What follows belongs to an exercise in optimizing a design on an open flow for small area and few clock cycles; a production flow would make more cautious choices.
In this exercise RTL edits were held to simulation tests only and were not proved equivalent to the original.
No driver is modelled on the clock port, so clocking that relies on it looks cheaper here than on a real chip.
No activity file was given, so power comes from the tool's default toggle rates.

==> design/flow/design.v <==
`timescale 1ns / 1ps
`default_nettype none
package tpap_pkg;
    localparam int OFFSET_BITS_DEF = 16;
    localparam int CFG_IDX_W = 3;
    localparam logic [CFG_IDX_W-1:0] CFG_SESSION = 3'd0;
    localparam logic [CFG_IDX_W-1:0] CFG_STATUS  = 3'd1;
    localparam logic [CFG_IDX_W-1:0] CFG_PAYLOAD = 3'd2;
    localparam logic [CFG_IDX_W-1:0] CFG_SIZE    = 3'd3;
    localparam logic [CFG_IDX_W-1:0] CFG_NAME    = 3'd4;
    localparam logic [7:0] RST_SESSION = 8'd1;
    localparam logic [7:0] RST_STATUS  = 8'd2;
    localparam logic [7:0] RST_PAYLOAD = 8'd3;
    localparam logic [7:0] RST_SIZE    = 8'd4;
    localparam logic [7:0] RST_NAME    = 8'd5;
    localparam logic [15:0] CODE_LEN_MIN = 16'd1;
    localparam logic [15:0] SIZE_LEN_MIN = 16'd4;
    localparam logic [2:0] SIZE_BYTES = 3'd4;
    localparam int RES_TDATA_W = 120;
    typedef struct packed {
        logic [7:0] session_code;
        logic [7:0] status_code;
        logic [7:0] payload_code;
        logic [7:0] size_code;
        logic [7:0] name_code;
    } t_codes;
    typedef struct packed {
        logic        truncated;
        logic [31:0] size_value;
        logic [7:0]  status_value;
        logic [15:0] payload_length;
        logic [15:0] payload_offset;
        logic [15:0] name_offset;
        logic [15:0] session_offset;
        logic [7:0]  packet_type;
        logic [7:0]  version;
    } t_result;
endpackage
`default_nettype wire
`timescale 1ns / 1ps
`default_nettype none
module tlv_packet_attribute_parser #(
    parameter int OFFSET_BITS = tpap_pkg::OFFSET_BITS_DEF
) (
    input  wire                                i_clk,
    input  wire                                i_rst_n,
    input  wire                                i_s_tvalid,
    output logic                               o_s_tready,
    input  wire  [7:0]                         i_s_tdata,   
    input  wire                                i_s_tlast,   
    output logic                               o_m_tvalid,
    input  wire                                i_m_tready,
    output logic [tpap_pkg::RES_TDATA_W-1:0]   o_m_tdata,
    output logic [0:0]                         o_m_tuser,   
    input  wire                                i_cfg_we,
    input  wire  [tpap_pkg::CFG_IDX_W-1:0]     i_cfg_idx,
    input  wire  [7:0]                         i_cfg_wdata
);
    localparam logic [1:0] PH_ATYPE = 2'd0;
    localparam logic [1:0] PH_LENHI = 2'd1;
    localparam logic [1:0] PH_LENLO = 2'd2;
    localparam logic [1:0] PH_VALUE = 2'd3;
    tpap_pkg::t_codes  r_codes;
    tpap_pkg::t_result r_sum;        
    logic              r_vld;        
    logic [1:0]        r_phase;
    logic [15:0]       r_cnt;        
    logic [15:0]       r_start;      
    logic [15:0]       r_len;        
    logic [31:0]       r_sa;         
    logic [4:0]        r_hit;
    logic              r_past;       
    logic        w_xfer;
    logic        w_last;
    logic        w_first;
    logic        w_hdr;
    logic        w_pos_max;
    logic [15:0] w_cnt_inc;
    logic [15:0] w_end_x;
    logic        w_end;
    logic [2:0]  w_nv;
    logic        w_done;
    logic        w_take;
    logic        w_stop;
    logic        w_val;
    logic [31:0] w_sa;
    logic [2:0]  w_lane;
    logic        w_clr;
    logic [7:0]  w_cfg_d0;
    logic [7:0]  w_cfg_d1;
    logic        w_cfg_we;
    logic [7:0]  w_bz;
    logic [15:0] w_off;
    assign w_cfg_d0 = i_rst_n ? i_cfg_wdata : 8'd0;
    assign w_cfg_d1 = i_rst_n ? i_cfg_wdata : 8'hFF;
    assign w_cfg_we = !i_rst_n || i_cfg_we;
    always_ff @(posedge i_clk) begin
        if (w_cfg_we && (!i_rst_n || i_cfg_idx == tpap_pkg::CFG_SESSION)) begin
            r_codes.session_code <= (w_cfg_d0 & ~tpap_pkg::RST_SESSION) | (w_cfg_d1 & tpap_pkg::RST_SESSION);
        end
        if (w_cfg_we && (!i_rst_n || i_cfg_idx == tpap_pkg::CFG_STATUS)) begin
            r_codes.status_code <= (w_cfg_d0 & ~tpap_pkg::RST_STATUS) | (w_cfg_d1 & tpap_pkg::RST_STATUS);
        end
        if (w_cfg_we && (!i_rst_n || i_cfg_idx == tpap_pkg::CFG_PAYLOAD)) begin
            r_codes.payload_code <= (w_cfg_d0 & ~tpap_pkg::RST_PAYLOAD) | (w_cfg_d1 & tpap_pkg::RST_PAYLOAD);
        end
        if (w_cfg_we && (!i_rst_n || i_cfg_idx == tpap_pkg::CFG_SIZE)) begin
            r_codes.size_code <= (w_cfg_d0 & ~tpap_pkg::RST_SIZE) | (w_cfg_d1 & tpap_pkg::RST_SIZE);
        end
        if (w_cfg_we && (!i_rst_n || i_cfg_idx == tpap_pkg::CFG_NAME)) begin
            r_codes.name_code <= (w_cfg_d0 & ~tpap_pkg::RST_NAME) | (w_cfg_d1 & tpap_pkg::RST_NAME);
        end
    end
    assign o_s_tready = !r_vld || i_m_tready;
    assign w_xfer     = i_s_tvalid && o_s_tready;
    assign w_last     = w_xfer && i_s_tlast;
    assign w_first   = (r_cnt == 16'd1);
    assign w_hdr     = (r_cnt[15:2] == 14'd0) && (r_cnt[1] ^ r_cnt[0]);
    assign w_pos_max = (r_cnt == 16'd0);
    always_comb begin
        logic c;
        c = 1'b1;
        for (int i = 0; i < 16; i++) begin
            w_cnt_inc[i] = r_cnt[i] ^ c;
            c            = r_cnt[i] & c;
        end
    end
    always_comb begin
        logic c;
        c = 1'b0;
        for (int i = 0; i < 16; i++) begin
            w_end_x[i] = r_start[i] ^ r_len[i] ^ r_cnt[i] ^ c;
            c          = (r_start[i] & r_len[i]) | ((r_start[i] | r_len[i]) & !r_cnt[i]);
        end
    end
    assign w_end = (w_end_x == 16'd0);
    assign w_nv = r_cnt[2:0] - r_start[2:0];
    assign w_val     = (r_phase == PH_VALUE);
    assign w_done = (r_phase == PH_LENLO) ? ({r_len[15:8], i_s_tdata} == 16'd0) :
                    w_val && w_end;
    assign w_stop = !w_hdr && !r_sum.truncated &&
                    (w_pos_max || (i_s_tlast && !w_done));
    assign w_take = !w_hdr && !r_sum.truncated && !w_pos_max && w_done;
    assign w_lane = (w_val && !r_past) ? w_nv : 3'd0;
    assign w_sa   = {(w_lane == 3'd1) ? i_s_tdata : r_sa[31:24], r_sa[23:8],
                     (w_lane == 3'd4) ? i_s_tdata : r_sa[7:0]};
    assign w_off = w_first ? 16'd0 : r_start;
    assign w_clr = !i_rst_n || w_last;
    assign w_bz  = w_clr ? 8'd0 : i_s_tdata;
    always_ff @(posedge i_clk) begin
        if (w_clr || (w_xfer && r_phase == PH_LENHI)) begin
            r_len[15:8] <= w_bz;
        end
        if (w_clr || (w_xfer && r_phase == PH_LENLO)) begin
            r_len[7:0] <= w_bz;
        end
        if (w_clr || (w_xfer && w_lane == 3'd1)) begin
            r_sa[31:24] <= w_bz;
        end
        if (w_clr || (w_xfer && w_lane == 3'd2)) begin
            r_sa[23:16] <= w_bz;
        end
        if (w_clr || (w_xfer && w_lane == 3'd3)) begin
            r_sa[15:8] <= w_bz;
        end
        if (w_clr || (w_xfer && w_lane == 3'd4)) begin
            r_sa[7:0] <= w_bz;
        end
    end
    always_ff @(posedge i_clk) begin
        if (!i_rst_n || w_last) begin
            r_phase <= PH_ATYPE;
            r_cnt   <= 16'd1;
        end else if (w_xfer) begin
            if (!w_pos_max) begin
                r_cnt <= w_cnt_inc;
            end
            if (!w_hdr) begin
                case (r_phase)
                    PH_ATYPE: r_phase <= PH_LENHI;
                    PH_LENHI: r_phase <= PH_LENLO;
                    default:  r_phase <= w_done ? PH_ATYPE : PH_VALUE;
                endcase
            end
        end
    end
    always_ff @(posedge i_clk) begin
        if (w_xfer) begin
            case (r_phase)
                PH_ATYPE: begin
                    r_hit <= {i_s_tdata == r_codes.session_code,
                              i_s_tdata == r_codes.status_code,
                              i_s_tdata == r_codes.payload_code,
                              i_s_tdata == r_codes.size_code,
                              i_s_tdata == r_codes.name_code};
                end
                PH_LENHI: begin
                    r_start <= w_cnt_inc;
                    r_past  <= 1'b0;
                end
                PH_VALUE: begin
                    if (w_lane == 3'd4) begin
                        r_past <= 1'b1;
                    end
                end
                default: ;
            endcase
        end
    end
    always_ff @(posedge i_clk) begin
        if (w_xfer) begin
            if (w_first) begin
                r_sum.version <= i_s_tdata;
            end
            if (w_hdr) begin
                r_sum.packet_type <= w_first ? 8'd0 : i_s_tdata;
            end
            if (w_first || w_stop) begin
                r_sum.truncated <= !w_first;
            end
            if (w_first || (w_take && r_hit[4])) begin
                r_sum.session_offset <= w_off;
            end
            if (w_first || (w_take && r_hit[0])) begin
                r_sum.name_offset <= w_off;
            end
            if (w_first || (w_take && r_hit[2])) begin
                r_sum.payload_offset <= w_off;
                r_sum.payload_length <= {r_len[15:8],
                                         (r_phase == PH_LENLO) ? 8'd0 : r_len[7:0]};
            end
            if (w_first || (w_take && r_hit[3] && w_val)) begin
                r_sum.status_value <= w_sa[31:24];
            end
            if (w_first || (w_take && r_hit[1] && w_val && (r_past || w_nv == 3'd4))) begin
                r_sum.size_value <= w_sa;
            end
        end
    end
    always_ff @(posedge i_clk) begin
        if (!i_rst_n) begin
            r_vld <= 1'b0;
        end else if (w_last) begin
            r_vld <= 1'b1;
        end else if (i_m_tready) begin
            r_vld <= 1'b0;
        end
    end
    assign o_m_tvalid = r_vld;
    assign o_m_tdata  = {r_sum.size_value, r_sum.status_value, r_sum.payload_length,
                         r_sum.payload_offset, r_sum.name_offset, r_sum.session_offset,
                         r_sum.packet_type, r_sum.version};
    assign o_m_tuser  = r_sum.truncated;
endmodule
`default_nettype wire
==> design/flow/flow/run.sh <==
#!/bin/bash
# Standard layout, with plain buf_1 cells as the port buffers and a clock
# tree of small buffers without dummy loads. make's full output goes to
# make_finish.log here.
set -euo pipefail
export BUFFER_PORTS_ARGS="-buffer_cell sky130_fd_sc_hd__buf_1"
export CTS_ARGS="-sink_clustering_enable -repair_clock_nets -dont_use_dummy_load -buf_list {sky130_fd_sc_hd__clkbuf_4 sky130_fd_sc_hd__clkbuf_8} -sink_clustering_size 12 -sink_clustering_max_diameter 60"
bash standard.sh finish > make_finish.log 2>&1
==> design/flow/standard.sh <==
#!/bin/bash
# synth_recipe.tcl (not shown) runs the flow's synth.tcl, then flattens the netlist and writes it again
# the make line also repeats each setting of config.mk as NAME=value (left out here)
make -C /OpenROAD-flow-scripts/flow DESIGN_CONFIG=/design/flow/config.mk WORK_HOME=/design/flow/orfs CLKGATE_MAP_FILE= SYNTH_SCRIPT=/design/flow/synth_recipe.tcl "${@:-finish}"
==> design/flow/config.mk <==
export PLATFORM = sky130hd
export DESIGN_NAME = tlv_packet_attribute_parser
export DESIGN_NICKNAME = tlv_packet_attribute_parser
export VERILOG_FILES = /design/flow/design.v
export SDC_FILE = /design/flow/constraint.sdc
export NUM_CORES = 4
export LEC_CHECK = 0
export CAP_MARGIN = 20
export CORE_MARGIN = 2
export CORE_UTILIZATION = 40
export SLEW_MARGIN = 20
==> design/flow/constraint.sdc <==
create_clock -name core_clock -period 5.0 [get_ports {i_clk}]
set_input_delay 1.0000 -clock core_clock [delete_from_list [all_inputs] [get_ports {i_clk}]]
set_output_delay 1.0000 -clock core_clock [all_outputs]
set_load 0.01 [all_outputs]
==> impl_summary.log, run 1 <==
[metrics] arrival time reported for the critical path endpoint: 3.68 ns
[metrics] biggest area consumer among synthesized cells: sky130_fd_sc_hd__edfxtp_1
[metrics] Final period util: 71.1%
[metrics] Mean Syn Cell Area: 16.6 um^2
[metrics] floorplan die width: 161 um
[metrics] pin count of the biggest net entering global routing: 33
[metrics] number of antenna-violating nets in the routed design: 0
[metrics] Setup Total Neg Slack: 0 ns
[metrics] most common cell after layout, fill and taps aside: sky130_fd_sc_hd__edfxtp_1
[metrics] average wire per standard cell: 19.0 um
[metrics] clock sinks: 250
[metrics] port buffer count: 147
[metrics] CTS max path bufs: 3
[metrics] hpwl dp: 14.8 mm
[metrics] gpl congestion: 0.817
[metrics] unrepaired setup endpoints after global routing: false
[metrics] number of global-route vias before repair: 5517
[metrics] data required time at the worst endpoint: 5.13 ns
[metrics] crit-path max FO: 16
[metrics] total count of hold-check failures in the final report: 0
[metrics] final antenna diode count: 0
[metrics] number of enable flip-flop cells after synthesis: 231
[metrics] antenna violations before repair: 0
[metrics] Post-layout nets: 825
[metrics] cells after synthesis: 596
[metrics] post-synthesis async set-or-reset flop share: 0%
[metrics] total chip power: 4.16 mW
[metrics] number of top-level pins: 148
[metrics] TritonCTS clock tree: built
[metrics] buffer cell driving the clock tree root: sky130_fd_sc_hd__clkbuf_8
[metrics] via count: 5312
[metrics] layout-stage area growth over the synthesis result: 14.2%
[metrics] Synth area leaders: sky130_fd_sc_hd__edfxtp_1 70%, sky130_fd_sc_hd__xnor2_1 3.9%, sky130_fd_sc_hd__dfxtp_1 3.8%
[metrics] post-synth net total: 654
[metrics] power per cell area: 368 nW/um^2
[metrics] Unique masters post-synth: 42
[metrics] number of rows created at floorplan: 57
[metrics] DIE HEIGHT: 161 um
[metrics] share of final-layout standard cells stronger than drive strength 1: 8.37%
[metrics] initial cell density of the core: 40.7%
[metrics] Gates resized, CTS repair: 0
[metrics] post-synthesis sequential area ratio: 73.8%
[metrics] kind of end point of the critical path: register
[metrics] gr usage total: 15.7%
[metrics] minimum clock period: 3.56 ns
[metrics] slew at the pin closest to its max-slew limit: 1.07 ns
[metrics] clock latency on the worst-skew pair: 0.55 ns
[metrics] Die Footprint: 26000 um^2
[metrics] first-iteration detailed-routing DRC count: 271
[metrics] number of synthesized register bits: 250
[metrics] worst vdd ir: 182 uV
[metrics] level count of the clock H-tree: 1
[metrics] path class of the lowest-slack min-delay path: register to register
[metrics] overflow left after global routing: 0
[metrics] core box area: 24300 um^2
[metrics] final setup fails: 0
[metrics] worst clock skew: 0.0483 ns
[metrics] count of warnings emitted by yosys: 1
[metrics] max-slew violation count: 0
[metrics] worst hold-check slack: 0.409 ns
[metrics] Setup Fix Bufs, Post-CTS: 0
[metrics] wire length of the first global-routing pass: 31.4 mm
[metrics] Max Fclk: 281 MHz
[metrics] hold_buf cts: 0
[metrics] total length of routed wires: 20.7 mm
[metrics] DRC: 0
[metrics] Post-synth top flop: sky130_fd_sc_hd__edfxtp_1
[metrics] max-slew headroom at the worst pin: 28.2%
[metrics] mapped cell area: 9910 um^2
[metrics] status: timing/DRC/antenna clean
[metrics] clock slew at the register clock pins of the worst setup and hold paths: 0.07 ns
[metrics] routed vias/inst: 4.88
[metrics] top library cells by usage in the layout, fill and taps aside: 231 x sky130_fd_sc_hd__edfxtp_1, 147 x sky130_fd_sc_hd__buf_1, 44 x sky130_fd_sc_hd__xnor2_1, 42 x sky130_fd_sc_hd__and2_1, 31 x sky130_fd_sc_hd__nand2_1
[metrics] kind of critical path: register to register
[metrics] max_cap viols: 0
[metrics] share of the synthesized area in the top cell type: 70.0%
[metrics] leakage power of the design: 3.94 nW
[metrics] Critical Path Start Type: register
[metrics] number of buffers created by CTS: 26
[metrics] DRT Pass-1 Iters: 5
==> critical path, stage by stage, from the launching register on <==
cell and delay [ns]:
sky130_fd_sc_hd__dfxtp_1 0.38, sky130_fd_sc_hd__inv_1 0.08, sky130_fd_sc_hd__fa_1 0.55, sky130_fd_sc_hd__xor2_1 0.24, sky130_fd_sc_hd__nand3_1 0.10, sky130_fd_sc_hd__or4_1 0.58, sky130_fd_sc_hd__o21a_1 0.36, sky130_fd_sc_hd__o31ai_4 0.83
==> final timing paths <==
path,startpoint,cells after the start,endpoint,slack (ns)
setup / recovery,r_cnt[6],7,r_sum[29],1.44
hold / removal,r_sa[19],0,r_sum[107],0.41
setup reg to reg,r_cnt[6],7,r_sum[29],1.44
hold reg to reg,r_sa[19],0,r_sum[107],0.41
==> state kept, by name, indices dropped and copies added (netlist names) <==
register,count
r_start,16
r_past,1
r_cnt,16
r_len,16
r_codes,40
r_sum,121
r_hit,5
r_sa,32
r_phase,2
r_vld,1
==> cells in the mapped netlist (all sizes together), types with 7 or more instances <==
| master | count |
|---|---|
| clkbuf | 15 |
| xor2 | 16 |
| fa | 16 |
| inv | 27 |
| dfxtp | 19 |
| edfxtp | 231 |
| nand3 | 7 |
| ha | 17 |
| nor2 | 21 |
| xnor2 | 44 |
| mux2 | 16 |
| nand2 | 31 |
| mux2i | 12 |
| nand4 | 13 |
| and2 | 42 |
| a21oi | 9 |
| and3 | 8 |
==> final cells by class <==
type	instances	area [um^2]
sequential	250	7320
fill	2122	13000
multi-input combinational	300	2470
inverter	27	101
timing repair buffer	162	664
clock buffer	26	358
tap	324	405
==> kinds of logic after synthesis <==
logic type      after synthesis  synth area share [%]
buf+inv                      46                  1.83
simple gates                150                  8.23
compound gates               28                  1.86
flops                       250                  73.8
fa+ha+maj                    33                  5.38
xor+xnor                     61                  5.53
mux                          28                  3.33
==> metal layers <==
layer,vias up,wire (um),track usage (%)
met1,2609,8860,20.4
li1,2484,-,-
met4,0,564,5.40
met5,-,0,0
met3,36,1180,2.90
met2,183,10100,26.6
==> through the flow <==
stage	utilization, %	std cells	cell area [um^2]	worst slack [ns]
2_1_floorplan	-	596	9910	-0.115
3_3_place_gp	45.0	1063	11000	1.44
3_5_place_dp	45.0	1063	11000	1.29
4_1_cts	46.5	1089	11300	1.32
5_1_grt	46.5	1089	11300	1.28
6_report	46.5	1089	11300	1.44
==> report_power, final <==
group | internal (mW) | switching, mW | leakage (nW) | total [mW]
clock | 0.461 | 0.610 | 0.187 | 1.07
sequential | 2.51 | 0.0705 | 2.46 | 2.58
combinational | 0.166 | 0.340 | 1.29 | 0.505
total | 3.14 | 1.02 | 3.94 | 4.16
Testbench counts, summed over its fixed seeds: cycles 204,696.
==> run 2, diff against run 1 <==
==> design/flow/flow/run.sh (replaced) <==
#!/bin/bash
# Standard layout, with plain buf_1 cells as the port buffers and a clock
# tree of small buffers without dummy loads. make's full output goes to
# make_finish.log here.
set -euo pipefail
export BUFFER_PORTS_ARGS="-buffer_cell sky130_fd_sc_hd__buf_1"
export CTS_ARGS="-sink_clustering_enable -repair_clock_nets -dont_use_dummy_load -buf_list sky130_fd_sc_hd__clkbuf_4 -sink_clustering_size 10 -sink_clustering_max_diameter 40"
bash standard.sh finish > make_finish.log 2>&1
==> run 2 against run 1 <==
Compared with the run above:
- highest routed layer unchanged
- largest cell class unchanged
- critical path type unchanged
- die area stayed put
- hold slack improved by 0.0055 ns
- final area shrank 0.84%
- sequential power barely moved
- still clean on timing, DRC and antenna
==> impl_summary.log, run 2 <==
[metrics] routed vias/inst: 4.89 (was 4.88)
[metrics] data required time at the worst endpoint: 5.44 ns (was 5.13 ns)
[metrics] Final period util: 71.1% (about the same)
[metrics] top library cells by usage in the layout, fill and taps aside: 231 x sky130_fd_sc_hd__edfxtp_1, 147 x sky130_fd_sc_hd__buf_1, 44 x sky130_fd_sc_hd__xnor2_1, 42 x sky130_fd_sc_hd__and2_1, 35 x sky130_fd_sc_hd__clkbuf_4 (was 231 x sky130_fd_sc_hd__edfxtp_1, 147 x sky130_fd_sc_hd__buf_1, 44 x sky130_fd_sc_hd__xnor2_1, 42 x sky130_fd_sc_hd__and2_1, 31 x sky130_fd_sc_hd__nand2_1)
[metrics] number of top-level pins: 148 (unchanged)
[metrics] number of enable flip-flop cells after synthesis: 231 (unchanged)
[metrics] crit-path max FO: 4 (was 16)
[metrics] Setup Total Neg Slack: 0 ns (unchanged)
[metrics] Sw Pwr: 1.02 mW (about the same)
[metrics] count of warnings emitted by yosys: 1 (unchanged)
[metrics] Comb power frac: 12.5% (was 12.2%)
[metrics] post-synthesis async set-or-reset flop share: 0% (unchanged)
[metrics] kind of critical path: register to register (unchanged)
[metrics] Clk network pwr share: 23.3% (was 25.8%)
[metrics] number of antenna-violating nets in the routed design: 0 (unchanged)
[metrics] status: timing/DRC/antenna clean (unchanged)
[metrics] final-layout fill cell count: 2139 (was 2122)
[metrics] layout-stage area growth over the synthesis result: 13.2% (was 14.2%)
[metrics] arrival time reported for the critical path endpoint: 4.00 ns (was 3.68 ns)
[metrics] overflow left after global routing: 0 (unchanged)
[metrics] Mean Syn Cell Area: 16.6 um^2 (unchanged)
[metrics] max_cap viols: 0 (unchanged)
[metrics] kind of end point of the critical path: register (unchanged)
[metrics] Post-synth top flop: sky130_fd_sc_hd__edfxtp_1 (unchanged)
[metrics] CTS max path bufs: 3 (unchanged)
[metrics] Setup Fix Bufs, Post-CTS: 0 (unchanged)
[metrics] depth of the worst register-to-register path: 18 (was 7)
[metrics] Max Fclk: 281 MHz (about the same)
[metrics] core box area: 24300 um^2 (unchanged)
[metrics] Sequential cell area: 7320 um^2 (unchanged)
[metrics] worst hold path depth: 0 (unchanged)
[metrics] post-synthesis sequential area ratio: 73.8% (unchanged)
[metrics] level count of the clock H-tree: 2 (was 1)
[metrics] clock latency on the worst-skew pair: 0.64 ns (was 0.55 ns)
[metrics] Cell Count Post-Placement: 1063 (unchanged)
[metrics] cells after synthesis: 596 (unchanged)
[metrics] number of buffers created by CTS: 35 (was 26)
[metrics] unrepaired setup endpoints after global routing: false (unchanged)
[metrics] pin count of the biggest net entering global routing: 33 (unchanged)
[metrics] average wire per standard cell: 18.9 um (was 19.0 um)
[metrics] sw frac: 25.4% (was 24.5%)
[metrics] DRC: 0 (unchanged)
[metrics] Die Footprint: 26000 um^2 (unchanged)
[metrics] gr usage total: 16.0% (was 15.7%)
[metrics] worst vdd ir: 181 uV (was 182 uV)
[metrics] most used standard cells in the synthesized netlist: 231 x sky130_fd_sc_hd__edfxtp_1, 44 x sky130_fd_sc_hd__xnor2_1, 42 x sky130_fd_sc_hd__and2_1, 31 x sky130_fd_sc_hd__nand2_1, 27 x sky130_fd_sc_hd__inv_1 (unchanged)
[metrics] Gates resized, CTS repair: 0 (unchanged)
[metrics] slew at the pin closest to its max-slew limit: 1.05 ns (was 1.07 ns)
[metrics] post-synth net total: 654 (unchanged)
[metrics] max-slew headroom at the worst pin: 29.4% (was 28.2%)
[metrics] biggest area consumer among synthesized cells: sky130_fd_sc_hd__edfxtp_1 (unchanged)
[metrics] buffer cell driving the clock tree root: sky130_fd_sc_hd__clkbuf_4 (was sky130_fd_sc_hd__clkbuf_8)
[metrics] DIE HEIGHT: 161 um (unchanged)
[metrics] clock slew at the register clock pins of the worst setup and hold paths: 0.10 ns (was 0.07 ns)
[metrics] share of the synthesized area in the top cell type: 70.0% (unchanged)
[metrics] worst clock skew: 0.0543 ns (was 0.0483 ns)
[metrics] final setup fails: 0 (unchanged)
[metrics] minimum clock period: 3.56 ns (about the same)
[metrics] number of global-route vias before repair: 5598 (was 5517)
[metrics] relative contribution of sequential cells to total power: 64.2% (was 62.1%)
[metrics] total length of routed wires: 20.8 mm (was 20.7 mm)
[metrics] antenna violations before repair: 0 (unchanged)
[metrics] most common cell after layout, fill and taps aside: sky130_fd_sc_hd__edfxtp_1 (unchanged)
[metrics] gpl congestion: 0.817 (unchanged)
[metrics] initial cell density of the core: 40.7% (unchanged)
[metrics] register with the most flip-flops: r_sum (unchanged)
[metrics] Critical Path Start Type: register (unchanged)
[metrics] share of final-layout standard cells stronger than drive strength 1: 9.43% (was 8.37%)
[metrics] number of synthesized register bits: 250 (unchanged)
[metrics] hold_buf cts: 0 (unchanged)
[metrics] DRT Pass-1 Iters: 4 (was 5)
[metrics] max-slew violation count: 0 (unchanged)
[metrics] leading registers by flop count: r_sum (121), r_codes (40), r_sa (32) (unchanged)
[metrics] mapped cell area: 9910 um^2 (unchanged)
[metrics] number of rows created at floorplan: 57 (unchanged)
[metrics] Synth area leaders: sky130_fd_sc_hd__edfxtp_1 70%, sky130_fd_sc_hd__xnor2_1 3.9%, sky130_fd_sc_hd__dfxtp_1 3.8% (unchanged)
[metrics] power per cell area: 358 nW/um^2 (was 368 nW/um^2)
[metrics] floorplan die width: 161 um (unchanged)
[metrics] path class of the lowest-slack min-delay path: register to register (unchanged)
[metrics] most used standard cell by instance count after synthesis: sky130_fd_sc_hd__edfxtp_1 (unchanged)
[metrics] fin cells: 1098 (was 1089)
[metrics] total chip power: 4.02 mW (was 4.16 mW)
[metrics] final antenna diode count: 0 (unchanged)
[metrics] clock sinks: 250 (unchanged)
[metrics] via count: 5367 (was 5312)
[metrics] total count of hold-check failures in the final report: 0 (unchanged)
[metrics] leakage power of the design: 3.91 nW (was 3.94 nW)
[metrics] internal portion of total power: 3.00 mW (was 3.14 mW)
[metrics] Post-layout nets: 834 (was 825)
[metrics] total area of multi-input combinational cells: 2470 um^2 (unchanged)
[metrics] TritonCTS clock tree: built (unchanged)
[metrics] first-iteration detailed-routing DRC count: 232 (was 271)
[metrics] wire length of the first global-routing pass: 31.6 mm (was 31.4 mm)
[metrics] Unique masters post-synth: 42 (unchanged)
[metrics] max reg flops: 121 (unchanged)
[metrics] port buffer count: 147 (unchanged)
[metrics] hpwl dp: 14.8 mm (unchanged)
==> run 2: cell types whose count changed in the layout (fill, tap and decap cells not counted), sizes merged <==
| cell | previous run | this run |
|---|---|---|
| clkbuf | 26 | 35 |
==> run 2: critical path, stage by stage (launching register included) <==
cell and delay, ns:
sky130_fd_sc_hd__dfxtp_1 0.38, sky130_fd_sc_hd__ha_1 0.22, sky130_fd_sc_hd__ha_1 0.19, sky130_fd_sc_hd__ha_1 0.18, sky130_fd_sc_hd__ha_1 0.18, sky130_fd_sc_hd__ha_1 0.18, sky130_fd_sc_hd__ha_1 0.18, sky130_fd_sc_hd__ha_1 0.18
sky130_fd_sc_hd__ha_1 0.19, sky130_fd_sc_hd__ha_1 0.18, sky130_fd_sc_hd__ha_1 0.20, sky130_fd_sc_hd__ha_1 0.19, sky130_fd_sc_hd__ha_1 0.19, sky130_fd_sc_hd__ha_1 0.18, sky130_fd_sc_hd__ha_1 0.20, sky130_fd_sc_hd__inv_1 0.06
sky130_fd_sc_hd__a211oi_1 0.05, sky130_fd_sc_hd__xnor2_1 0.16, sky130_fd_sc_hd__nor2_1 0.06
==> run 2: through the flow <==
stage / hold slack (ns) / utilization, % / setup slack [ns] / area (um^2)
2_1_floorplan: 0.400 / - / -0.115 / 9910
5_1_grt: 0.434 / 46.1 / 1.22 / 11200
3_5_place_dp: 0.405 / 45.0 / 1.29 / 11000
6_report: 0.415 / 46.1 / 1.44 / 11200
4_1_cts: 0.422 / 46.1 / 1.36 / 11200
3_3_place_gp: 0.407 / 45.0 / 1.44 / 11000
==> run 2: cell families after synthesis <==
family	share of synthesized area, %
AND/OR/NAND/NOR	8.23
AO/OA/AOI/OAI	1.86
multiplexers	3.33
adder cells (fa/ha/maj)	5.38
XOR/XNOR	5.53
buffers and inverters	1.83
flip-flops	73.8
==> run 2: path summary, 6_finish.rpt <==
kind                               start        end  slack (ns)
worst min register to register   r_sa[8]  r_sum[96]        0.41
worst max-delay path            r_cnt[0]  r_cnt[15]        1.44
worst min-delay path             r_sa[8]  r_sum[96]        0.41
worst max register to register  r_cnt[0]  r_cnt[15]        1.44
==> run 2: area by class of cell <==
| class | instances | share of cell area, % |
|---|---|---|
| timing repair buffer | 162 | 5.92 |
| inverter | 27 | 0.904 |
| clock buffer | 35 | 2.34 |
| tap | 324 | 3.61 |
| multi-input combinational | 300 | 22.0 |
| sequential | 250 | 65.2 |
==> run 2: power groups by stage <==
| stage | Combinational [mW] | Sequential, mW | Clock [mW] |
|---|---|---|---|
| global placement | 0.501 | 2.62 | 0 |
| floorplan | 0.247 | 2.67 | 0 |
| CTS | 0.515 | 2.58 | 0.978 |
| detailed placement | 0.513 | 2.63 | 0 |
| finish | 0.504 | 2.58 | 0.936 |
| global route | 0.553 | 2.60 | 1.06 |
==> run 2: metal layers <==
metal  global-route usage [%]  routed length (um)
met5                        0                   0
met2                     26.6               10000
met4                     6.37                 628
met1                     20.2                8730
met3                     3.83                1350
==> run 3, diff against run 2 <==
==> design/flow/flow/run.sh (replaced) <==
#!/bin/bash
# Standard layout, with plain buf_1 cells as the port buffers and a clock
# tree of small buffers without dummy loads, and non-critical gates downsized
# after global routing. make's full output goes to
# make_finish.log here.
set -euo pipefail
export BUFFER_PORTS_ARGS="-buffer_cell sky130_fd_sc_hd__buf_1"
export RECOVER_POWER=100
export CTS_ARGS="-sink_clustering_enable -repair_clock_nets -dont_use_dummy_load -buf_list sky130_fd_sc_hd__clkbuf_4 -sink_clustering_size 10 -sink_clustering_max_diameter 40"
bash standard.sh finish > make_finish.log 2>&1
==> run 3 against run 2 <==
Compared with the run above:
- register-to-register slack worse by 0.46 ns
- first-iteration DRC count rose by 5.2%
- sequential share of layout area grew 0.62 points
- critical endpoint is now r_sum[29]
- final area is 0.94% lower
- largest power group unchanged
- now fails the layout checks on capacitance limit, slew limit
- fmax down 12%
- total power down 0.36%
- die area unchanged
- largest cell class unchanged
- setup slack worse by 0.46 ns
- clock skew is 0.010 ns higher
- final cell count unchanged
- clock power barely moved
==> impl_summary.log, run 3 <==
[metrics] status: finished with violations (was timing/DRC/antenna clean)
[metrics] layout check failures: capacitance limit, slew limit
[metrics] total count of hold-check failures in the final report: 0 (unchanged)
[metrics] DIE HEIGHT: 161 um (unchanged)
[metrics] clock latency on the worst-skew pair: 0.65 ns (was 0.64 ns)
[metrics] arrival time reported for the critical path endpoint: 4.21 ns (was 4.00 ns)
[metrics] data required time at the worst endpoint: 5.19 ns (was 5.44 ns)
[metrics] crit-path max FO: 16 (was 4)
[metrics] clock slew at the register clock pins of the worst setup and hold paths: 0.09 ns (was 0.10 ns)
[metrics] share of the synthesized area in the top cell type: 70.0% (unchanged)
[metrics] Critical Path Start Type: register (unchanged)
[metrics] initial cell density of the core: 40.7% (unchanged)
[metrics] TritonCTS clock tree: built (unchanged)
[metrics] register with the most flip-flops: r_sum (unchanged)
[metrics] cell-by-cell trace of the critical path: inv_1 -> fa_1 -> xor2_1 -> nand3_1 -> or4_1 -> o21a_1 -> o31ai_2 (was ha_1 -> ha_1 -> ha_1 -> ha_1 -> ha_1 -> ha_1 -> ha_1 -> ha_1 -> ha_1 -> ha_1 -> ha_1 -> ha_1 -> ha_1 -> ha_1 -> inv_1 -> a211oi_1 -> xnor2_1 -> nor2_1)
[metrics] most used standard cell by instance count after synthesis: sky130_fd_sc_hd__edfxtp_1 (unchanged)
[metrics] final antenna diode count: 0 (unchanged)
[metrics] level count of the clock H-tree: 2 (unchanged)
[metrics] Place WS: 1.29 ns (unchanged)
[metrics] average wire per standard cell: 19.0 um (was 18.9 um)
[metrics] kind of end point of the critical path: register (unchanged)
[metrics] path class of the lowest-slack min-delay path: register to register (unchanged)
[metrics] pin count of the biggest net entering global routing: 33 (unchanged)
[metrics] max_cap viols: 2 (was 0)
[metrics] unrepaired setup endpoints after global routing: false (unchanged)
[metrics] power per cell area: 360 nW/um^2 (was 358 nW/um^2)
[metrics] DRC: 0 (unchanged)
[metrics] master of the slowest instance on the critical path: sky130_fd_sc_hd__o31ai_2 (was sky130_fd_sc_hd__dfxtp_1)
[metrics] count of warnings emitted by yosys: 1 (unchanged)
[metrics] final setup fails: 0 (unchanged)
[metrics] total length of routed wires: 20.8 mm (about the same)
[metrics] Final WS setup: 0.981 ns (was 1.44 ns)
[metrics] Synth area leaders: sky130_fd_sc_hd__edfxtp_1 70%, sky130_fd_sc_hd__xnor2_1 3.9%, sky130_fd_sc_hd__dfxtp_1 3.8% (unchanged)
[metrics] minimum clock period: 4.02 ns (was 3.56 ns)
[metrics] share of final-layout standard cells stronger than drive strength 1: 5.81% (was 9.43%)
[metrics] slew at the pin closest to its max-slew limit: 1.59 ns (was 1.05 ns)
[metrics] cells after synthesis: 596 (unchanged)
[metrics] post-synthesis async set-or-reset flop share: 0% (unchanged)
[metrics] core box area: 24300 um^2 (unchanged)
[metrics] mapped cell area: 9910 um^2 (unchanged)
[metrics] CP peak stage delay: 1.30 ns (was 0.38 ns)
[metrics] depth of the worst register-to-register path: 7 (was 18)
[metrics] Gates resized, CTS repair: 0 (unchanged)
[metrics] number of buffers created by CTS: 35 (unchanged)
[metrics] leakage power of the design: 3.80 nW (was 3.91 nW)
[metrics] number of rows created at floorplan: 57 (unchanged)
[metrics] kind of cell adding the most delay to the critical path: compound AO/OA/AOI/OAI gates (was adder cells)
[metrics] Die Footprint: 26000 um^2 (unchanged)
[metrics] most used standard cells in the synthesized netlist: 231 x sky130_fd_sc_hd__edfxtp_1, 44 x sky130_fd_sc_hd__xnor2_1, 42 x sky130_fd_sc_hd__and2_1, 31 x sky130_fd_sc_hd__nand2_1, 27 x sky130_fd_sc_hd__inv_1 (unchanged)
[metrics] layout-stage area growth over the synthesis result: 12.1% (was 13.2%)
[metrics] leading registers by flop count: r_sum (121), r_codes (40), r_sa (32) (unchanged)
[metrics] routed vias/inst: 4.92 (was 4.89)
[metrics] floorplan die width: 161 um (unchanged)
[metrics] gpl congestion: 0.817 (unchanged)
[metrics] post-synthesis sequential area ratio: 73.8% (unchanged)
[metrics] post-synth net total: 654 (unchanged)
[metrics] share of the core filled with cells in the final layout: 45.7% (was 46.1%)
[metrics] Unique masters post-synth: 42 (unchanged)
[metrics] gr usage total: 16.0% (unchanged)
[metrics] hold_buf cts: 0 (unchanged)
[metrics] overflow left after global routing: 0 (unchanged)
[metrics] first-iteration detailed-routing DRC count: 244 (was 232)
[metrics] number of antenna-violating nets in the routed design: 0 (unchanged)
[metrics] total chip power: 4.01 mW (was 4.02 mW)
[metrics] worst vdd ir: 179 uV (was 181 uV)
[metrics] clock sinks: 250 (unchanged)
[metrics] Setup Fix Bufs, Post-CTS: 0 (unchanged)
[metrics] Final period util: 80.4% (was 71.1%)
[metrics] buffer cell driving the clock tree root: sky130_fd_sc_hd__clkbuf_4 (unchanged)
[metrics] max-slew headroom at the worst pin: -6.95% (was 29.4%)
[metrics] number of global-route vias before repair: 5598 (unchanged)
[metrics] via count: 5397 (was 5367)
[metrics] Setup Total Neg Slack: 0 ns (unchanged)
[metrics] number of cells on the critical path: 7 (was 18)
[metrics] max reg flops: 121 (unchanged)
[metrics] Max Fclk: 249 MHz (was 281 MHz)
[metrics] Post-layout nets: 834 (unchanged)
[metrics] worst hold path depth: 0 (unchanged)
[metrics] CTS max path bufs: 3 (unchanged)
[metrics] critical path buffer and inverter count: 1 (unchanged)
[metrics] number of top-level pins: 148 (unchanged)
[metrics] top library cells by usage in the layout, fill and taps aside: 231 x sky130_fd_sc_hd__edfxtp_1, 147 x sky130_fd_sc_hd__buf_1, 44 x sky130_fd_sc_hd__xnor2_1, 38 x sky130_fd_sc_hd__and2_0, 35 x sky130_fd_sc_hd__clkbuf_4 (was 231 x sky130_fd_sc_hd__edfxtp_1, 147 x sky130_fd_sc_hd__buf_1, 44 x sky130_fd_sc_hd__xnor2_1, 42 x sky130_fd_sc_hd__and2_1, 35 x sky130_fd_sc_hd__clkbuf_4)
[metrics] number of enable flip-flop cells after synthesis: 231 (unchanged)
[metrics] Post-synth top flop: sky130_fd_sc_hd__edfxtp_1 (unchanged)
[metrics] kind of critical path: register to register (unchanged)
[metrics] port buffer count: 147 (unchanged)
[metrics] DRT Pass-1 Iters: 5 (was 4)
[metrics] hpwl dp: 14.8 mm (unchanged)
[metrics] wire length of the first global-routing pass: 31.6 mm (unchanged)
[metrics] most common cell after layout, fill and taps aside: sky130_fd_sc_hd__edfxtp_1 (unchanged)
[metrics] Mean Syn Cell Area: 16.6 um^2 (unchanged)
[metrics] biggest area consumer among synthesized cells: sky130_fd_sc_hd__edfxtp_1 (unchanged)
[metrics] antenna violations before repair: 0 (unchanged)
[metrics] max-slew violation count: 34 (was 0)
[metrics] number of synthesized register bits: 250 (unchanged)
[metrics] Layout Cell Area excl Fill: 11100 um^2 (was 11200 um^2)
[metrics] worst clock skew: 0.0645 ns (was 0.0543 ns)
[metrics] Placed Instance Area: 11000 um^2 (unchanged)
-- run 3: cell counts after synthesis --
No cell type changed its count.
-- run 3: power breakdown --
| group | switching, mW | internal (mW) | total (mW) | leakage, nW |
|---|---|---|---|---|
| Clock | 0.613 | 0.324 | 0.936 | 0.161 |
| Combinational | 0.337 | 0.152 | 0.489 | 1.18 |
| Sequential | 0.0697 | 2.51 | 2.58 | 2.46 |
-- run 3: path summary, 6_finish.rpt --
check | from | to | slack [ns]
max | r_cnt[6] | r_sum[29] | 0.98
min reg2reg | r_sa[8] | r_sum[96] | 0.41
min | r_sa[8] | r_sum[96] | 0.41
max reg2reg | r_cnt[6] | r_sum[29] | 0.98
-- run 3: cell type report --
class / count / area, um^2
Inverter: 27 / 101
Fill cell: 2167 / 13200
Clock buffer: 35 / 263
Timing Repair Buffer: 162 / 616
Sequential cell: 250 / 7320
Tap cell: 324 / 405
Multi-Input combinational cell: 300 / 2410
-- run 3: cell families after synthesis --
group	Yosys count	share of synthesized area (%)
adders and majority gates	33	5.38
AOI/OAI and AO/OA	28	1.86
buffers and inverters	46	1.83
xor gates and xnor gates	61	5.53
DFF	250	73.8
and+or+nand+nor	150	8.23
muxes	28	3.33
-- run 3: through the flow --
| step | hold WS [ns] | std cells |
|---|---|---|
| global placement | 0.407 | 1063 |
| detailed placement | 0.405 | 1063 |
| CTS | 0.422 | 1098 |
| finish | 0.414 | 1098 |
| global route | 0.434 | 1098 |
| floorplan | 0.400 | 596 |
-- run 3: per-layer routing --
| metal | track usage, % | share of wire, % | vias up |
|---|---|---|---|
| met3 | 3.83 | 7.1 | 57 |
| li1 | - | - | 2518 |
| met5 | 0 | 0 | - |
| met4 | 6.37 | 3.5 | 0 |
| met1 | 20.2 | 42 | 2609 |
| met2 | 26.6 | 48 | 213 |
==> run 4, diff against run 3 <==
==> design/flow/flow/run.sh (replaced) <==
#!/bin/bash
# Standard layout with three changes: plain buf_1 cells as the port buffers,
# a clock tree of clkbuf_4 cells without dummy loads, and, after CTS, gates
# off the critical paths are downsized (then slew and capacitance are
# repaired again). make's full output goes to make_finish.log here.
set -euo pipefail
export BUFFER_PORTS_ARGS="-buffer_cell sky130_fd_sc_hd__buf_1"
export CTS_ARGS="-sink_clustering_enable -repair_clock_nets -dont_use_dummy_load -buf_list sky130_fd_sc_hd__clkbuf_4 -sink_clustering_size 10 -sink_clustering_max_diameter 40"
export POST_CTS_TCL="$PWD/flow/post_cts.tcl"
bash standard.sh finish > make_finish.log 2>&1
==> design/flow/flow/post_cts.tcl (new file) <==
# Downsize gates that have timing slack, then repair slew and capacitance
# and legalize the placement again.
estimate_parasitics -placement
repair_timing -recover_power 100 -verbose
repair_design -slew_margin 20 -cap_margin 20 -verbose
detailed_placement
check_placement -verbose
estimate_parasitics -placement
report_worst_slack -max
report_worst_slack -min
==> run 4 against run 3 <==
Compared with the run above:
- the run now finishes clean
- largest power group unchanged
- setup slack improved by 0.45 ns
- hold slack hardly changed
- largest cell class unchanged
- utilization rose by 0.20 points
- critical endpoint is now r_cnt[15]
==> impl_summary.log, run 4 <==
[metrics] share of final-layout standard cells stronger than drive strength 1: 6.31% (was 5.81%)
[metrics] initial cell density of the core: 40.7% (unchanged)
[metrics] most used standard cell by instance count after synthesis: sky130_fd_sc_hd__edfxtp_1 (unchanged)
[metrics] share of the core filled with cells in the final layout: 45.9% (was 45.7%)
[metrics] gpl congestion: 0.817 (unchanged)
[metrics] DRC: 0 (unchanged)
[metrics] post-synthesis async set-or-reset flop share: 0% (unchanged)
[metrics] floorplan die width: 161 um (unchanged)
[metrics] core box area: 24300 um^2 (unchanged)
[metrics] first-iteration detailed-routing DRC count: 237 (was 244)
[metrics] Placed Instance Area: 11000 um^2 (unchanged)
[metrics] slew at the pin closest to its max-slew limit: 1.09 ns (was 1.59 ns)
[metrics] Max Fclk: 280 MHz (was 249 MHz)
[metrics] hold_sp: r_sa[8] (unchanged)
[metrics] via count: 5372 (was 5397)
[metrics] proportion of synthesized area in mux cells: 3.33% (unchanged)
[metrics] number of global-route vias before repair: 5619 (was 5598)
[metrics] Final WS setup: 1.43 ns (was 0.981 ns)
[metrics] worst hold path depth: 0 (unchanged)
[metrics] post-synth net total: 654 (unchanged)
[metrics] total area of multi-input combinational cells: 2430 um^2 (was 2410 um^2)
[metrics] count of warnings emitted by yosys: 1 (unchanged)
[metrics] average wire per standard cell: 19.0 um (about the same)
[metrics] antenna violations before repair: 0 (unchanged)
[metrics] minimum clock period: 3.57 ns (was 4.02 ns)
[metrics] fraction of the mapped netlist area in adder cells: 5.38% (unchanged)
[metrics] Die Footprint: 26000 um^2 (unchanged)
[metrics] final-layout fill cell count: 2162 (was 2167)
[metrics] Layout Cell Area excl Fill: 11200 um^2 (was 11100 um^2)
[metrics] fin cells: 1100 (was 1098)
[metrics] max-slew violation count: 0 (was 34)
[metrics] register with the most flip-flops: r_sum (unchanged)
[metrics] gr usage total: 16.1% (was 16.0%)
[metrics] simple-gate share of the synthesized area: 8.23% (unchanged)
[metrics] port buffer count: 147 (unchanged)
[metrics] post-synthesis sequential area ratio: 73.8% (unchanged)
[metrics] XOR/XNOR share of the synthesized area: 5.53% (unchanged)
[metrics] Mean Syn Cell Area: 16.6 um^2 (unchanged)
[metrics] power per cell area: 360 nW/um^2 (about the same)
[metrics] worst flop-to-flop path startpoint: r_cnt[0] (was r_cnt[6])
[metrics] Post-layout nets: 836 (was 834)
[metrics] total count of hold-check failures in the final report: 0 (unchanged)
[metrics] main combinational cell family by area after synthesis: simple AND/OR/NAND/NOR gates (unchanged)
[metrics] share of the synthesized area in the top cell type: 70.0% (unchanged)
[metrics] most common cell after layout, fill and taps aside: sky130_fd_sc_hd__edfxtp_1 (unchanged)
[metrics] number of rows created at floorplan: 57 (unchanged)
[metrics] Place WS: 1.29 ns (unchanged)
[metrics] crit-path max FO: 4 (was 16)
[metrics] Unique masters post-synth: 42 (unchanged)
[metrics] final antenna diode count: 0 (unchanged)
[metrics] pin count of the biggest net entering global routing: 33 (unchanged)
[metrics] routed vias/inst: 4.88 (was 4.92)
[metrics] compound-gate portion of the synthesized area: 1.86% (unchanged)
[metrics] most used standard cells in the synthesized netlist: 231 x sky130_fd_sc_hd__edfxtp_1, 44 x sky130_fd_sc_hd__xnor2_1, 42 x sky130_fd_sc_hd__and2_1, 31 x sky130_fd_sc_hd__nand2_1, 27 x sky130_fd_sc_hd__inv_1 (unchanged)
[metrics] path class of the lowest-slack min-delay path: register to register (unchanged)
[metrics] arrival time reported for the critical path endpoint: 4.01 ns (was 4.21 ns)
[metrics] RR Endpoint: r_cnt[15] (was r_sum[29])
[metrics] clock latency on the worst-skew pair: 0.65 ns (about the same)
[metrics] overflow left after global routing: 0 (unchanged)
[metrics] Post-synth top flop: sky130_fd_sc_hd__edfxtp_1 (unchanged)
[metrics] worst clock skew: 0.0664 ns (was 0.0645 ns)
[metrics] number of top-level pins: 148 (unchanged)
[metrics] register-to-register path setup slack: 1.43 ns (was 0.98 ns)
[metrics] final setup fails: 0 (unchanged)
[metrics] TritonCTS clock tree: built (unchanged)
[metrics] top library cells by usage in the layout, fill and taps aside: 231 x sky130_fd_sc_hd__edfxtp_1, 147 x sky130_fd_sc_hd__buf_1, 44 x sky130_fd_sc_hd__xnor2_1, 35 x sky130_fd_sc_hd__clkbuf_4 (was 231 x sky130_fd_sc_hd__edfxtp_1, 147 x sky130_fd_sc_hd__buf_1, 44 x sky130_fd_sc_hd__xnor2_1, 38 x sky130_fd_sc_hd__and2_0, 35 x sky130_fd_sc_hd__clkbuf_4)
[metrics] max-slew headroom at the worst pin: 26.8% (was -6.95%)
[metrics] number of antenna-violating nets in the routed design: 0 (unchanged)
[metrics] unrepaired setup endpoints after global routing: false (unchanged)
[metrics] leakage power of the design: 3.82 nW (was 3.80 nW)
[metrics] number of synthesized register bits: 250 (unchanged)
[metrics] DIE HEIGHT: 161 um (unchanged)
[metrics] total length of routed wires: 20.9 mm (was 20.8 mm)
[metrics] hpwl dp: 14.8 mm (unchanged)
[metrics] Sequential cell area: 7320 um^2 (unchanged)
[metrics] Synth area leaders: sky130_fd_sc_hd__edfxtp_1 70%, sky130_fd_sc_hd__xnor2_1 3.9%, sky130_fd_sc_hd__dfxtp_1 3.8% (unchanged)
[metrics] kind of critical path: register to register (unchanged)
[metrics] max reg flops: 121 (unchanged)
[metrics] max_cap viols: 0 (was 2)
[metrics] wire length of the first global-routing pass: 31.8 mm (was 31.6 mm)
[metrics] depth of the worst register-to-register path: 18 (was 7)
[metrics] DRT Pass-1 Iters: 4 (was 5)
[metrics] number of enable flip-flop cells after synthesis: 231 (unchanged)
[metrics] biggest area consumer among synthesized cells: sky130_fd_sc_hd__edfxtp_1 (unchanged)
[metrics] worst vdd ir: 183 uV (was 179 uV)
[metrics] clock sinks: 250 (unchanged)
[metrics] data required time at the worst endpoint: 5.44 ns (was 5.19 ns)
[metrics] cells after synthesis: 596 (unchanged)
[metrics] kind of end point of the critical path: register (unchanged)
[metrics] Cell Count Post-Placement: 1063 (unchanged)
[metrics] status: timing/DRC/antenna clean (was finished with violations)
[metrics] Setup Total Neg Slack: 0 ns (unchanged)
[metrics] WHS Endpoint: r_sum[96] (unchanged)
[metrics] leading registers by flop count: r_sum (121), r_codes (40), r_sa (32) (unchanged)
[metrics] mapped cell area: 9910 um^2 (unchanged)
[metrics] worst hold-check slack: 0.414 ns (about the same)
[metrics] Final period util: 71.4% (was 80.4%)
[metrics] clock slew at the register clock pins of the worst setup and hold paths: 0.11 ns (was 0.09 ns)
[metrics] layout-stage area growth over the synthesis result: 12.6% (was 12.1%)
[metrics] Critical Path Start Type: register (unchanged)
[metrics] total chip power: 4.02 mW (was 4.01 mW)
==> run 4: cell counts after synthesis <==
Identical to the previous run, type by type.
==> run 4: layer usage <==
metal | GRT usage, % | up-vias | wire length, um
li1 | - | 2517 | -
met1 | 20.7 | 2593 | 8900
met2 | 26.5 | 203 | 9960
met3 | 3.75 | 59 | 1330
met4 | 6.53 | 0 | 754
met5 | 0 | - | 0
==> run 4: area by class of cell <==
cell class | count | share of cell area [%]
multi-input combinational | 300 | 21.8
clock buffer | 35 | 2.35
timing repair buffer | 164 | 5.75
sequential | 250 | 65.6
inverter | 27 | 0.908
tap | 324 | 3.63
==> run 4: power breakdown <==
group	switching, mW	internal, mW	leakage (nW)	total [mW]
sequential	0.0698	2.51	2.46	2.58
combinational	0.342	0.159	1.20	0.501
clock	0.614	0.324	0.161	0.937
total	1.03	2.99	3.82	4.02
==> run 4: kinds of logic after synthesis <==
kind of cell	count (synthesis)
flip-flops	250
AND/OR/NAND/NOR	150
AO/OA/AOI/OAI	28
multiplexers	28
buffers and inverters	46
adder cells (fa/ha/maj)	33
XOR/XNOR	61
==> run 4: worst max-delay path, stage by stage, from the launching register on <==
cell and delay, ns:
sky130_fd_sc_hd__dfxtp_1 0.38, sky130_fd_sc_hd__ha_1 0.22, sky130_fd_sc_hd__ha_1 0.19, sky130_fd_sc_hd__ha_1 0.18, sky130_fd_sc_hd__ha_1 0.18, sky130_fd_sc_hd__ha_1 0.18, sky130_fd_sc_hd__ha_1 0.18, sky130_fd_sc_hd__ha_1 0.18
sky130_fd_sc_hd__ha_1 0.19, sky130_fd_sc_hd__ha_1 0.18, sky130_fd_sc_hd__ha_1 0.20, sky130_fd_sc_hd__ha_1 0.19, sky130_fd_sc_hd__ha_1 0.19, sky130_fd_sc_hd__ha_1 0.18, sky130_fd_sc_hd__ha_1 0.20, sky130_fd_sc_hd__inv_1 0.06
sky130_fd_sc_hd__a211oi_1 0.05, sky130_fd_sc_hd__xnor2_1 0.16, sky130_fd_sc_hd__nor2_1 0.06
==> run 4: how the worst max path moves through the flow <==
| stage | slack, ns | depth (start not counted) | endpoint | from |
|---|---|---|---|---|
| floorplan | -0.11 | 6 | r_sum[100] | i_s_tdata[3] |
| global placement | 1.44 | 7 | r_sum[33] | i_s_tdata[3] |
| detailed placement | 1.29 | 7 | r_sum[18] | i_s_tdata[3] |
| global route | 1.22 | 18 | r_cnt[15] | r_cnt[0] |
| finish | 1.43 | 18 | r_cnt[15] | r_cnt[0] |
==> run 5, diff against run 4 <==
--- a/design/flow/config.mk
+++ b/design/flow/config.mk
@@ -7,5 +7,5 @@
 export LEC_CHECK = 0
 export CAP_MARGIN = 20
 export CORE_MARGIN = 2
-export CORE_UTILIZATION = 40
+export CORE_UTILIZATION = 75
 export SLEW_MARGIN = 20
==> run 5 against run 4 <==
Compared with the run above:
- hold slack improved by 0.022 ns
- first-iteration DRC count increased to 2.5 times the previous value
- clock power decreased by about 10%
- sequential share of layout area increased by 1.5 points
- setup slack got worse by 0.14 ns
- fmax decreased by 3.8%
- wire length decreased by 1.3%
- global-route usage increased by 14 points
- critical path depth decreased by 10
- area after synthesis unchanged
- largest power group unchanged
- highest routed layer unchanged
==> impl_summary.log, run 5 <==
[metrics] Critical Path Start Type: register (unchanged)
[metrics] slew at the pin closest to its max-slew limit: 1.05 ns (was 1.09 ns)
[metrics] initial cell density of the core: 77.6% (was 40.7%)
[metrics] count of warnings emitted by yosys: 1 (unchanged)
[metrics] leading registers by flop count: r_sum (121), r_codes (40), r_sa (32) (unchanged)
[metrics] cells after synthesis: 596 (unchanged)
[metrics] kind of critical path: register to register (unchanged)
[metrics] top library cells by usage in the layout, fill and taps aside: 231 x sky130_fd_sc_hd__edfxtp_1, 139 x sky130_fd_sc_hd__buf_1, 44 x sky130_fd_sc_hd__xnor2_1, 31 x sky130_fd_sc_hd__nand2_1, 31 x sky130_fd_sc_hd__and2_0 (was 231 x sky130_fd_sc_hd__edfxtp_1, 147 x sky130_fd_sc_hd__buf_1, 44 x sky130_fd_sc_hd__xnor2_1, 35 x sky130_fd_sc_hd__clkbuf_4)
[metrics] first-iteration detailed-routing DRC count: 601 (was 237)
[metrics] layout-stage area growth over the synthesis result: 10.1% (was 12.6%)
[metrics] wire length of the first global-routing pass: 32.2 mm (was 31.8 mm)
[metrics] number of global-route vias before repair: 5791 (was 5619)
[metrics] Place WS: 1.38 ns (was 1.29 ns)
[metrics] met1 demand-to-capacity share in global routing: 43.2% (was 20.7%)
[metrics] register with the most flip-flops: r_sum (unchanged)
[metrics] first element of the critical path: r_cnt[1] (was r_cnt[0])
[metrics] mapped cell area: 9910 um^2 (unchanged)
[metrics] data required time at the worst endpoint: 5.29 ns (was 5.44 ns)
[metrics] DRC: 0 (unchanged)
[metrics] number of top-level pins: 148 (unchanged)
[metrics] pin count of the biggest net entering global routing: 33 (unchanged)
[metrics] max-slew headroom at the worst pin: 29.9% (was 26.8%)
[metrics] gpl congestion: 0.916 (was 0.817)
[metrics] total length of routed wires: 20.7 mm (was 20.9 mm)
[metrics] post-synth net total: 654 (unchanged)
[metrics] worst flop-to-flop path startpoint: r_cnt[1] (was r_cnt[0])
[metrics] Die Footprint: 14100 um^2 (was 26000 um^2)
[metrics] critical path capture point: r_sum[32] (was r_cnt[15])
[metrics] post-synthesis sequential area ratio: 73.8% (unchanged)
[metrics] DRT Pass-1 Iters: 7 (was 4)
[metrics] global routing met3 resource utilization: 5.41% (was 3.75%)
[metrics] biggest area consumer among synthesized cells: sky130_fd_sc_hd__edfxtp_1 (unchanged)
[metrics] worst vdd ir: 242 uV (was 183 uV)
[metrics] DIE HEIGHT: 119 um (was 161 um)
[metrics] CP peak stage delay: 0.76 ns (was 0.38 ns)
[metrics] crit-path max FO: 16 (was 4)
[metrics] Unique masters post-synth: 42 (unchanged)
[metrics] core box area: 12800 um^2 (was 24300 um^2)
[metrics] arrival time reported for the critical path endpoint: 4.00 ns (was 4.01 ns)
[metrics] power per cell area: 360 nW/um^2 (about the same)
[metrics] register-to-register path setup slack: 1.29 ns (was 1.43 ns)
[metrics] final-layout fill cell count: 605 (was 2162)
[metrics] total count of hold-check failures in the final report: 0 (unchanged)
[metrics] leakage power of the design: 3.80 nW (was 3.82 nW)
[metrics] most used standard cells in the synthesized netlist: 231 x sky130_fd_sc_hd__edfxtp_1, 44 x sky130_fd_sc_hd__xnor2_1, 42 x sky130_fd_sc_hd__and2_1, 31 x sky130_fd_sc_hd__nand2_1, 27 x sky130_fd_sc_hd__inv_1 (unchanged)
[metrics] Max Fclk: 269 MHz (was 280 MHz)
[metrics] antenna violations before repair: 1 (was 0)
[metrics] share of final-layout standard cells stronger than drive strength 1: 5.88% (was 6.31%)
[metrics] Post-synth top flop: sky130_fd_sc_hd__edfxtp_1 (unchanged)
[metrics] share of the synthesized area in the top cell type: 70.0% (unchanged)
[metrics] most used routing layer: met2 (unchanged)
[metrics] kind of end point of the critical path: register (unchanged)
[metrics] TritonCTS clock tree: built (unchanged)
[metrics] Final WS setup: 1.29 ns (was 1.43 ns)
[metrics] overflow left after global routing: 0 (unchanged)
[metrics] floorplan die width: 119 um (was 161 um)
[metrics] depth of the worst register-to-register path: 8 (was 18)
[metrics] routed vias/inst: 6.11 (was 4.88)
[metrics] hpwl dp: 15.0 mm (was 14.8 mm)
[metrics] master of the slowest instance on the critical path: sky130_fd_sc_hd__clkbuf_1 (was sky130_fd_sc_hd__dfxtp_1)
[metrics] port buffer count: 147 (unchanged)
[metrics] Synth area leaders: sky130_fd_sc_hd__edfxtp_1 70%, sky130_fd_sc_hd__xnor2_1 3.9%, sky130_fd_sc_hd__dfxtp_1 3.8% (unchanged)
[metrics] clock latency on the worst-skew pair: 0.66 ns (was 0.65 ns)
[metrics] Mean Syn Cell Area: 16.6 um^2 (unchanged)
[metrics] average wire per standard cell: 22.0 um (was 19.0 um)
[metrics] RR Endpoint: r_sum[32] (was r_cnt[15])
[metrics] Final period util: 74.2% (was 71.4%)
[metrics] unrepaired setup endpoints after global routing: false (unchanged)
[metrics] clock sinks: 250 (unchanged)
[metrics] Post-layout nets: 825 (was 836)
[metrics] number of synthesized register bits: 250 (unchanged)
[metrics] clock slew at the register clock pins of the worst setup and hold paths: 0.10 ns (was 0.11 ns)
[metrics] via count: 5729 (was 5372)
[metrics] status: timing/DRC/antenna clean (unchanged)
[metrics] number of enable flip-flop cells after synthesis: 231 (unchanged)
[metrics] path class of the lowest-slack min-delay path: register to register (unchanged)
[metrics] most used standard cell by instance count after synthesis: sky130_fd_sc_hd__edfxtp_1 (unchanged)
[metrics] share of the core filled with cells in the final layout: 85.4% (was 45.9%)
[metrics] Global Route met2 Usage: 48.3% (was 26.5%)
[metrics] max_cap viols: 0 (unchanged)
[metrics] max reg flops: 121 (unchanged)
[metrics] cell-by-cell trace of the critical path: inv_1 -> fa_1 -> xor2_1 -> nand2_1 -> or4_1 -> o21a_1 -> o31ai_2 -> clkbuf_1 (was ha_1 -> ha_1 -> ha_1 -> ha_1 -> ha_1 -> ha_1 -> ha_1 -> ha_1 -> ha_1 -> ha_1 -> ha_1 -> ha_1 -> ha_1 -> ha_1 -> inv_1 -> a211oi_1 -> xnor2_1 -> nor2_1)
[metrics] number of rows created at floorplan: 41 (was 57)
[metrics] final setup fails: 0 (unchanged)
[metrics] worst clock skew: 0.0691 ns (was 0.0664 ns)
[metrics] post-synthesis async set-or-reset flop share: 0% (unchanged)
[metrics] max-slew violation count: 0 (unchanged)
[metrics] most common cell after layout, fill and taps aside: sky130_fd_sc_hd__edfxtp_1 (unchanged)
[metrics] number of antenna-violating nets in the routed design: 0 (unchanged)
[metrics] Setup Total Neg Slack: 0 ns (unchanged)
[metrics] gr usage total: 30.3% (was 16.1%)
[metrics] minimum clock period: 3.71 ns (was 3.57 ns)
run 5: cell counts after synthesis:
No cell type changed its count.
run 5: power breakdown:
part | switching [mW] | internal [mW]
clock network | 0.566 | 0.275
logic | 0.338 | 0.162
registers | 0.0799 | 2.51
run 5: final cells by class:
cell class	count	area, um^2	share of cell area, %
diodes	1	2.50	0.0229
repair buffers	158	637	5.84
flip-flops and latches	250	7320	67.0
inverters	27	101	0.929
clock buffers	30	225	2.06
well taps	172	215	1.97
multi-input cells	300	2410	22.1
run 5: worst min path at each step:
stage	to	cells after the start	start
floorplan	r_sum[100]	0	r_sa[12]
global placement	r_sum[106]	0	r_sa[18]
detailed placement	r_sum[100]	0	r_sa[12]
global route	r_sum[108]	0	r_sa[20]
finish	r_sum[100]	0	r_sa[12]
run 5: kinds of logic after synthesis:
group,Yosys count,share of synthesized area (%)
flip-flops,250,73.8
AND/OR/NAND/NOR,150,8.23
XOR/XNOR,61,5.53
buffers and inverters,46,1.83
adder cells (fa/ha/maj),33,5.38
AO/OA/AOI/OAI,28,1.86
multiplexers,28,3.33
run 5: metal layers:
metal | routed length [um] | vias up
met5 | 0 | -
met4 | 769 | 0
met3 | 2230 | 86
met2 | 9870 | 420
met1 | 7790 | 2708
li1 | - | 2515
run 5: critical path: cells and delay by family (launching register included):
kind                     cells  cell delay, ns
AO/OA/AOI/OAI                2            0.64
XOR/XNOR                     1            0.21
flip-flops                   1            0.45
adder cells (fa/ha/maj)      1            0.58
AND/OR/NAND/NOR              2            0.55
buffers and inverters        2            0.91
run 5: through the flow:
step | hold WS, ns | std cells | total power, mW | instance area (um^2)
finish | 0.436 | 938 | 3.93 | 10900
global route | 0.435 | 938 | 4.07 | 10900
detailed placement | 0.407 | 904 | 3.13 | 10700
global placement | 0.404 | 903 | 3.09 | 10700
floorplan | 0.400 | 596 | 2.92 | 9910
==> run 6, diff against run 5 <==
--- a/design/flow/config.mk
+++ b/design/flow/config.mk
@@ -7,5 +7,5 @@
 export LEC_CHECK = 0
 export CAP_MARGIN = 20
 export CORE_MARGIN = 2
-export CORE_UTILIZATION = 75
+export CORE_UTILIZATION = 85
 export SLEW_MARGIN = 20
==> run 6 against run 5 <==
Compared with the run above:
- the run now fails in detailed placement (3_5_place_dp)
- synthesized cell count is the same
- area after synthesis is the same
==> impl_summary.log, run 6 <==
[metrics] hpwl dp: 17.4 mm (was 15.0 mm)
[metrics] compound-gate portion of the synthesized area: 1.86% (unchanged)
[metrics] DIE HEIGHT: 112 um (was 119 um)
[metrics] most used standard cell by instance count after synthesis: sky130_fd_sc_hd__edfxtp_1 (unchanged)
[metrics] cells after synthesis: 596 (unchanged)
[metrics] Post-synth top flop: sky130_fd_sc_hd__edfxtp_1 (unchanged)
[metrics] post-synthesis async set-or-reset flop share: 0% (unchanged)
[metrics] status: did not finish (was timing/DRC/antenna clean)
[metrics] Mean Syn Cell Area: 16.6 um^2 (unchanged)
[metrics] Synth area leaders: sky130_fd_sc_hd__edfxtp_1 70%, sky130_fd_sc_hd__xnor2_1 3.9%, sky130_fd_sc_hd__dfxtp_1 3.8% (unchanged)
[metrics] port buffer count: 147 (unchanged)
[metrics] most used standard cells in the synthesized netlist: 231 x sky130_fd_sc_hd__edfxtp_1, 44 x sky130_fd_sc_hd__xnor2_1, 42 x sky130_fd_sc_hd__and2_1, 31 x sky130_fd_sc_hd__nand2_1, 27 x sky130_fd_sc_hd__inv_1 (unchanged)
[metrics] floorplan die width: 112 um (was 119 um)
[metrics] Unique masters post-synth: 42 (unchanged)
[metrics] biggest area consumer among synthesized cells: sky130_fd_sc_hd__edfxtp_1 (unchanged)
[metrics] number of synthesized register bits: 250 (unchanged)
[metrics] fraction of the mapped netlist area in adder cells: 5.38% (unchanged)
[metrics] simple-gate share of the synthesized area: 8.23% (unchanged)
[metrics] count of warnings emitted by yosys: 1 (unchanged)
[metrics] mapped cell area: 9910 um^2 (unchanged)
[metrics] gpl congestion: 0.997 (was 0.916)
[metrics] number of top-level pins: 148 (unchanged)
[metrics] share of the synthesized area in the top cell type: 70.0% (unchanged)
[metrics] XOR/XNOR share of the synthesized area: 5.53% (unchanged)
[metrics] proportion of synthesized area in mux cells: 3.33% (unchanged)
[metrics] number of rows created at floorplan: 39 (was 41)
[metrics] number of enable flip-flop cells after synthesis: 231 (unchanged)
[metrics] main combinational cell family by area after synthesis: simple AND/OR/NAND/NOR gates (unchanged)
[metrics] error message: [ERROR DPL-0033] detailed placement checks failed during check placement.
[metrics] Stopped at: detailed placement (3_5_place_dp)
[metrics] post-synth net total: 654 (unchanged)
[metrics] post-synthesis sequential area ratio: 73.8% (unchanged)
[metrics] initial cell density of the core: 86.8% (was 77.6%)
[run 6: cell counts after synthesis]
No cell type changed its count.
[run 6: cells by family after synthesis]
kind of cell | Yosys count
AOI/OAI and AO/OA | 28
xor gates and xnor gates | 61
DFF | 250
buffers and inverters | 46
and+or+nand+nor | 150
muxes | 28
adders and majority gates | 33
[run 6: power by group through the flow]
stage / Sequential (mW) / Combinational (mW) / Clock [mW]
3_3_place_gp: 2.62 / 0.464 / 0
2_1_floorplan: 2.67 / 0.247 / 0
[run 6: worst min-delay path by stage]
stage	cells past startpoint	to	slack [ns]
global placement	0	r_sum[102]	0.40
floorplan	0	r_sum[100]	0.40
[run 6: stage by stage]
step	setup TNS (ns)	cells	worst slack, ns	total power [mW]
3_3_place_gp	0	874	1.59	3.09
2_1_floorplan	-6.99	596	-0.115	2.92

[static timing again, ports no longer ideal]
The flow's constraints put no driver on any port. The routed layouts listed below were extracted and timed again, unchanged, in two steps.
Step 1 assumes that a clkbuf_16 drives the clock port and a buf_2 every other input.
Step 2, shift: input delay + t, output delay - t, t = (earliest + latest rising clock arrival at the registers) / 2. This alone moves slack from input paths to output paths.
Three values: ideal, step 1, step 2; two values: the first two.
run	t, ns	setup slack, ns	slew at the worst register clock pin (ns)
run 1	0.565	1.445 / 1.445 / 1.378	0.09 / 0.09
run 2	0.643	1.443 / 1.443 / 1.375	0.11 / 0.11
run 3	0.649	0.981 / 0.981 / 0.709	0.11 / 0.11
run 4	0.651	1.428 / 1.428 / 1.196	0.11 / 0.11
run 5	0.669	1.289 / 1.289 / 1.075	0.11 / 0.11
The setup slack of run 3, which loses most, moves by 0.000 ns with the drivers and by -0.272 ns with both steps.
